This is an optimization exercise on Yosys and OpenROAD, whose aim is small area and a short achievable clock period, not a production implementation. In this exercise RTL edits were held to simulation tests only and were not proved equivalent to the original. Power and IR drop assume default switching activity.

<file path="flow/run.sh">
#!/bin/bash
# synth_recipe.tcl (not shown) runs the flow's synth.tcl, then flattens the netlist and writes it again
# the make line also repeats each setting of config.mk as NAME=value (left out here)
make -C /OpenROAD-flow-scripts/flow DESIGN_CONFIG=/design/flow/config.mk WORK_HOME=/design/flow/orfs CLKGATE_MAP_FILE= SYNTH_SCRIPT=/design/flow/synth_recipe.tcl finish
</file>
<file path="flow/config.mk">
export PLATFORM = sky130hd
export DESIGN_NAME = sprite_table_top
export DESIGN_NICKNAME = sprite_table_top
export VERILOG_FILES = /design/flow/design.v
export SDC_FILE = /design/flow/constraint.sdc
export NUM_CORES = 4
export LEC_CHECK = 0
export CAP_MARGIN = 20
export CORE_MARGIN = 2
export CORE_UTILIZATION = 70
export CTS_BUF_LIST = sky130_fd_sc_hd__clkbuf_8
export CTS_CLUSTER_SIZE = 20
export SETUP_SLACK_MARGIN = 3.0
export SLEW_MARGIN = 20
</file>
<file path="flow/design.v">
`default_nettype none
package sprite_pkg;
	localparam int COORD_W = 9;  
	localparam int WORD_W  = 32;  
	localparam int INDEX_W = 5;  
	localparam int OFFSET_LSB = 0;
	localparam int Y_LSB      = 9;
	localparam int X_LSB      = 18;
	localparam int ATTR_W     = 3 * COORD_W;  
	localparam logic [WORD_W-1:0] NO_HIT_WORD = 32'h0000_0001;
	typedef enum logic [1:0] {
		FIELD_OFFSET = 2'd0,
		FIELD_Y      = 2'd1,
		FIELD_X      = 2'd2  
	} field_sel_e;
	typedef struct packed {
		logic [COORD_W-1:0] x;  
		logic [COORD_W-1:0] y;  
		logic [COORD_W-1:0] offset;  
	} sprite_attr_t;
	typedef struct packed {
		logic [COORD_W-1:0] x;
		logic [COORD_W-1:0] y;
	} check_t;
	typedef struct packed {
		logic [INDEX_W-1:0] index;  
		field_sel_e         field;
		logic [WORD_W-1:0]  data;  
	} wr_req_t;
endpackage
`default_nettype wire
`timescale 1ns/1ns
`default_nettype none
module sprite_table_top (
	input  wire        clk,
	input  wire        rst_n,
	input  wire        write,
	input  wire [38:0] wr_req,  
	input  wire [17:0] check,  
	output logic [31:0] read_data,
	output logic        success
);
	localparam int N = 31;  
	wire [4:0] idx = wr_req[38:34];
	wire [1:0] fld = wr_req[33:32];
	wire [8:0] cx  = check[17:9];
	wire [8:0] cy  = check[8:0];
	logic [8:0] ex [1:N];
	logic [8:0] ey [1:N];
	logic [8:0] eo [1:N];
	logic [N:1] valid;
	wire [8:0] dx = wr_req[26:18] & {9{rst_n}};
	wire [8:0] dy = wr_req[17:9]  & {9{rst_n}};
	wire [8:0] doff = wr_req[8:0] & {9{rst_n}};
	always_ff @(posedge clk) begin
		for (int i = 1; i <= N; i++) begin
			if (!rst_n || (write && idx == 5'(i) && fld == 2'd2)) ex[i] <= dx;
			if (!rst_n || (write && idx == 5'(i) && fld == 2'd1)) ey[i] <= dy;
			if (!rst_n || (write && idx == 5'(i) && fld == 2'd0)) eo[i] <= doff;
			valid[i] <= rst_n && (valid[i] || (write && idx == 5'(i) && fld != 2'd3));
		end
	end
	always_ff @(posedge clk) begin
		success <= rst_n && write && idx != 5'd0 && fld != 2'd3;
	end
	wire [3:0] ch = cy[8:5];
	wire [4:0] cl = cy[4:0];
	wire c_hi = (cl >= 5'd19);
	function automatic logic le5(input logic [4:0] a, input logic [4:0] b);
		logic gt;
		logic eqh;
		gt  = 1'b0;
		eqh = 1'b1;
		for (int k = 4; k >= 0; k--) begin
			gt  = gt | (eqh & a[k] & ~b[k]);
			eqh = eqh & ~(a[k] ^ b[k]);
		end
		le5 = ~gt;
	endfunction
	logic [N:1] hit;
	logic [N:1] inh;  
	always_comb begin
		for (int i = 1; i <= N; i++) begin
			logic xe, e1, e0, le, ge;
			logic [4:0] yhp;
			logic [5:0] w;
			xe  = (ex[i] == cx);
			e1  = (ey[i][8:5] == ch);
			yhp = {1'b0, ey[i][8:5]} + 5'd1;
			w   = {1'b0, ey[i][4:0]} + 6'd19;
			e0  = (yhp == {1'b0, ch});
			le  = le5(ey[i][4:0], cl);
			ge  = c_hi ? (w[5] || le5(cl, w[4:0])) : (w[5] && le5(cl, w[4:0]));
			inh[i] = e1;
			hit[i] = valid[i] && xe && ((e1 && le && (ge || !c_hi)) || (e0 && ge && !c_hi));
		end
	end
	localparam int G = 8;
	logic [G-1:0]  gany;
	logic [14:0]   gword [G];
	always_comb begin
		for (int g = 0; g < G; g++) begin
			logic seen;
			seen     = 1'b0;
			gword[g] = '0;
			for (int k = 0; k < 4; k++) begin
				int i;
				i = 4 * g + k;
				if (i >= 1 && i <= N) begin
					if (hit[i] && !seen)
						gword[g] = gword[g] | {inh[i], ey[i][4:0], eo[i]};
					seen = seen || hit[i];
				end
			end
			gany[g] = seen;
		end
	end
	logic        found;
	logic [14:0] word;
	always_comb begin
		found = 1'b0;
		word  = '0;
		for (int g = 0; g < G; g++) begin
			if (gany[g] && !found)
				word = word | gword[g];
			found = found || gany[g];
		end
	end
	wire       lk  = rst_n && !write;
	wire       hv  = lk && found;
	wire [3:0] wyh = word[14] ? ch : ch - 4'd1;
	always_ff @(posedge clk) begin
		read_data <= {5'b0, cx & {9{hv}}, wyh & {4{hv}}, word[13:1] & {13{hv}}, (word[0] && lk) || !hv};
	end
endmodule
`default_nettype wire
</file>
<file path="flow/constraint.sdc">
create_clock -name core_clock -period 7.0 [get_ports {clk}]
set_input_delay 1.4000 -clock core_clock [delete_from_list [all_inputs] [get_ports {clk}]]
set_output_delay 1.4000 -clock core_clock [all_outputs]
set_load 0.01 [all_outputs]
</file>
==> metrics.md <==
| Metric | Value |
|---|---|
| Status | complete, no violations |
| Final sum of negative setup slack | 0 ns |
| Routability cong. | 0.960 |
| Crit path buffers/inverters | 4 |
| Placeable Area | 0.0657 mm2 |
| Antenna violations before repair | 4 |
| Number of cells produced by synthesis | 3859 |
| Launch point of the worst reg-to-reg path | ey[20][0] |
| Maximum level of the CTS H-tree | 4 |
| Fin. max-slew vios | 0 |
| Maximum ir drop on the vdd rail | 0.263 mV |
| RSZ-0062 raised after global routing | yes |
| Register area share after synthesis | 0.566 |
| Placed instance area | 0.0484 mm2 |
| Seq cells post-synth | 896 |
| Number of cells on the worst hold path | 2 |
| Most frequent cell after synthesis | sky130_fd_sc_hd__edfxtp_1 |
| Largest incremental delay on the critical path | 0.61 ns |
| Maximum clock insertion buffer count | 3 |
| Number of sinks handled by clock tree synthesis | 896 |
| Post-synth EDFFs | 837 |
| Static leakage | 19.0 nW |
| Pwr dens | 233 mW/mm2 |
| Routed Wire Length | 150000 um |
| Part of the total power dissipated in sequential elements | 0.523 |
| Total via count after detailed routing | 35950 |
| Period utilization | 0.624 |
| Post-synthesis area per instance | 12.1 um2 |
| Critical-path cell with the highest stage delay | sky130_fd_sc_hd__a221oi_1 |
| Iter 0 DRT Violations | 5901 |
| Die extent in x | 262 um |
| Area share of the largest cell type after synthesis | 0.540 |
| Source-to-sink clock delay at the later pin of the worst-skew pair | 0.79 ns |
| Worst-case hold slack | 0.463 ns |
| Layout Skew | 0.0325 ns |
| Ratio of cells with drive above 1 in the final layout | 0.169 |
| Global-route wire length before repair | 212000 um |
| Pint | 9.19 mW |
| Switching Share | 0.272 |
| Cell class contributing the biggest share of worst-path delay | compound AO/OA/AOI/OAI gates |
| Library cell appearing most often on the critical path | sky130_fd_sc_hd__buf_4 |
| Critical register-to-register path endpoint | read_data[15] |
| Via density per instance | 7.01 |
| Commonest cells post-synth | sky130_fd_sc_hd__edfxtp_1, sky130_fd_sc_hd__xnor2_1, sky130_fd_sc_hd__nand2_1 |
| P&R area growth vs syn | 16.5% |
| Leading area contributor after synthesis | sky130_fd_sc_hd__edfxtp_1 |
| Die area | 0.0685 mm2 |
| Startpoint type of the worst setup path | input port |
| Fin area | 0.0542 mm2 |
| Global route overflow | 0 |
| CP Cell Sequence | buf_4 -> buf_6 -> a211o_1 -> nand2_2 -> buf_4 -> o2111ai_1 -> a2bb2oi_1 -> o32a_1 -> nor2_1 -> buf_4 -> nor3_1 -> and2_1 -> a221oi_1 -> o221ai_2 -> o31a_1 |
| Total instance count after detailed placement | 4736 |
| Synth area leaders | sky130_fd_sc_hd__edfxtp_1, sky130_fd_sc_hd__xnor2_1, sky130_fd_sc_hd__xor2_1, sky130_fd_sc_hd__ha_1, sky130_fd_sc_hd__o21ai_0 |
| Dominant synthesized flop cell | sky130_fd_sc_hd__edfxtp_1 |
| Critical path peak fanout | 18 |
| Wirelength per Cell | 29.1 um |
| Post-synth cell types | 102 |
| Share of async-settable or async-resettable flops after synthesis | 0 |
| Clock buffers created by TritonCTS | 143 |
| Summed instance area of the synthesized netlist | 0.0465 mm2 |
| Number of I/O pins | 93 |
| Drc violations | 0 |
| Starting density of the core | 0.708 |
| WP data arrival | 5.04 ns |
| Destination of the worst hold path | valid[26] |
| Post-detailed-route count of antenna-violating nets | 0 |
| Worst slack after detailed placement | 0.770 ns |
| Register-to-register setup slack | 2.65 ns |
| Total of hold buffers inserted after clock tree synthesis | 0 |
| Global-route usage over all layers | 0.427 |
| Class of the worst hold path | reg2reg |
| Count of input and output buffers | 82 |
| Clock tree from TritonCTS | done |
| Portion of total power attributed to combinational logic | 0.140 |
| Worst slew slack as a fraction of its limit | 0.300 |
| Chip height | 262 um |
| Switch Pwr | 3.43 mW |
| Hold violation count in the final report | 0 |
| Clock network power share | 0.337 |
| Detail Placement HPWL | 91400 um |
| Final Worst Setup Slack | 2.63 ns |
| Actual transition at the worst max-transition pin | 1.05 ns |
| Largest net degree at the start of global routing | 67 |
| Number of max-capacitance violations reported | 0 |
| Count of placed standard cells in the final layout, fillers left out | 5130 |
| NumNets Final | 4339 |
| Number of cell rows | 94 |
| Via count of the first global-routing pass | 35412 |
| Setup violators final | 0 |
| Critical Path Sink Type | flip-flop |
| Start point of the worst hold path | valid[26] |
| First-pass iteration count of the detailed router | 9 |
| Data required time at the worst endpoint | 7.67 ns |
| Critical path class | in2reg |
| Fin crit period | 4.37 ns |
| Depth of the worst register-to-register path | 16 |
| Post-CTS clock slew at the launch and capture registers of the worst setup and hold paths | 0.06 ns |
| Clock tree root buffer cell | sky130_fd_sc_hd__clkbuf_8 |
| Total number of yosys warnings | 5 |
| Highest clock rate | 0.229 GHz |
layout make-up:
| class | instances | area (um2) |
|---|---|---|
| Fill cell | 3533 | 11500 |
| Multi-Input combinational cell | 2646 | 19900 |
| Sequential cell | 896 | 26300 |
| Timing Repair Buffer | 347 | 3700 |
| Tap cell | 864 | 1080 |
| Inverter | 120 | 474 |
| Antenna cell | 3 | 7.51 |
| Clock buffer | 159 | 2190 |
| Clock inverter | 95 | 479 |
cell usage in the layout, fill, tap and decap left out, types with 59 or more instances in the layout:
cell                              instances
sky130_fd_sc_hd__xor2_1                 233
sky130_fd_sc_hd__nand3_1                 88
sky130_fd_sc_hd__nand2_1                234
sky130_fd_sc_hd__buf_4                  190
sky130_fd_sc_hd__inv_1                  167
sky130_fd_sc_hd__a21oi_1                143
sky130_fd_sc_hd__o21ai_0                166
sky130_fd_sc_hd__o21ai_1                 74
sky130_fd_sc_hd__clkbuf_8               159
sky130_fd_sc_hd__dfxtp_1                 59
sky130_fd_sc_hd__clkdlybuf4s50_1         63
sky130_fd_sc_hd__nand4_1                 80
sky130_fd_sc_hd__ha_1                   123
sky130_fd_sc_hd__xnor2_1                353
sky130_fd_sc_hd__edfxtp_1               837
sky130_fd_sc_hd__nor2_1                 176
flip-flops by register name, summed over array words and instances, names as in the netlist:
name and cells:
ex 279, ey 279, valid 31, read_data 27, success 1, eo 279
routing by layer:
layer	global-route usage	vias up	wire [um]
met5	0	-	0
met4	0.273	0	10200
met3	0.117	704	20000
met2	0.661	2805	67500
met1	0.535	17260	51800
li1	-	15181	-
power groups by stage:
stage / Combinational (mW) / Clock, mW / Sequential (mW)
detailed placement: 1.55 / 0 / 6.70
global placement: 1.46 / 0 / 6.66
global route: 1.87 / 4.48 / 6.64
finish: 1.77 / 4.25 / 6.61
CTS: 1.66 / 4.24 / 6.59
floorplan: 1.13 / 0 / 6.62
how the worst max path moves through the flow:
stage          slack (ns)       from  depth (start not counted)       endpoint
4_1_cts              2.84   check[0]                         16  read_data[17]
3_3_place_gp         0.99   check[0]                         12  read_data[11]
3_5_place_dp         0.77   check[0]                         15  read_data[12]
2_1_floorplan        2.22   check[4]                         14  read_data[23]
5_1_grt              2.58  ey[20][0]                         16  read_data[15]
6_report             2.63   check[3]                         15   read_data[6]
worst reg2reg max path, stage by stage (launching register included):
cell,delay [ns]
sky130_fd_sc_hd__edfxtp_1,0.53
sky130_fd_sc_hd__inv_1,0.09
sky130_fd_sc_hd__ha_1,0.33
sky130_fd_sc_hd__a21oi_1,0.22
sky130_fd_sc_hd__o21ai_1,0.12
sky130_fd_sc_hd__maj3_1,0.37
sky130_fd_sc_hd__maj3_1,0.36
sky130_fd_sc_hd__a221o_1,0.39
sky130_fd_sc_hd__a2111oi_4,0.38
sky130_fd_sc_hd__buf_4,0.20
sky130_fd_sc_hd__buf_12,0.12
sky130_fd_sc_hd__nand2_2,0.07
sky130_fd_sc_hd__o31ai_4,0.10
sky130_fd_sc_hd__a2111oi_4,0.11
sky130_fd_sc_hd__buf_6,0.15
sky130_fd_sc_hd__or4_4,0.48
sky130_fd_sc_hd__o221a_1,0.22
metrics by stage:
step           total power [mW]   util
3_5_place_dp               8.25  0.736
3_3_place_gp               8.13  0.736
5_1_grt                    13.0  0.824
2_1_floorplan              7.74      -
4_1_cts                    12.5  0.807
6_report                   12.6  0.824
what timing repair did:
| item | 4_1_cts | 5_1_grt |
|---|---|---|
| resized for setup | 264 | 122 |
| pin swaps | 53 | 49 |
| gates cloned | 16 | 6 |
| buffers inserted | 69 | 46 |
| hold endpoints to repair | 0 | 0 |
| endpoints found under the setup margin | 45 | 36 |
logic make-up after synthesis:
kind of cell / after synthesis / synth area share
xor+xnor: 590 / 0.111
mux: 26 / 0.00578
other cells: 1 / 0.0000806
flops: 896 / 0.566
fa+ha+maj: 188 / 0.0475
buf+inv: 328 / 0.0339
simple gates: 968 / 0.108
compound gates: 862 / 0.128

==> afterwards: timing with drivers on the ports <==
Ports are ideal in the flow. The routed layout listed here was re-timed in OpenROAD. Step 1 (the two cells are an assumption about what drives the block):
set clk [get_ports {clk}]
set_driving_cell -lib_cell sky130_fd_sc_hd__clkbuf_16 $clk
set_driving_cell -lib_cell sky130_fd_sc_hd__buf_2 [delete_from_list [all_inputs] $clk]
Step 2 moves the port delays by t, midway between the first and last clock arrival at a register: inputs arrive t later, outputs are due t later. That takes back most of the time a late clock gives input paths. Slacks: ideal / step 1 / step 2; pairs: ideal / step 1.
t, ns: 0.847
setup slack, ns: 2.630 / 2.589 / 1.741
hold WS [ns]: 0.463 / 0.463 / 0.463
worst setup path at the end: input to register
latest minus earliest clock arrival (ns): 0.046 / 0.047
After both steps setup and hold are still met in this run. The setup slack of this run moves by -0.041 ns with the drivers and by -0.889 ns with both steps.
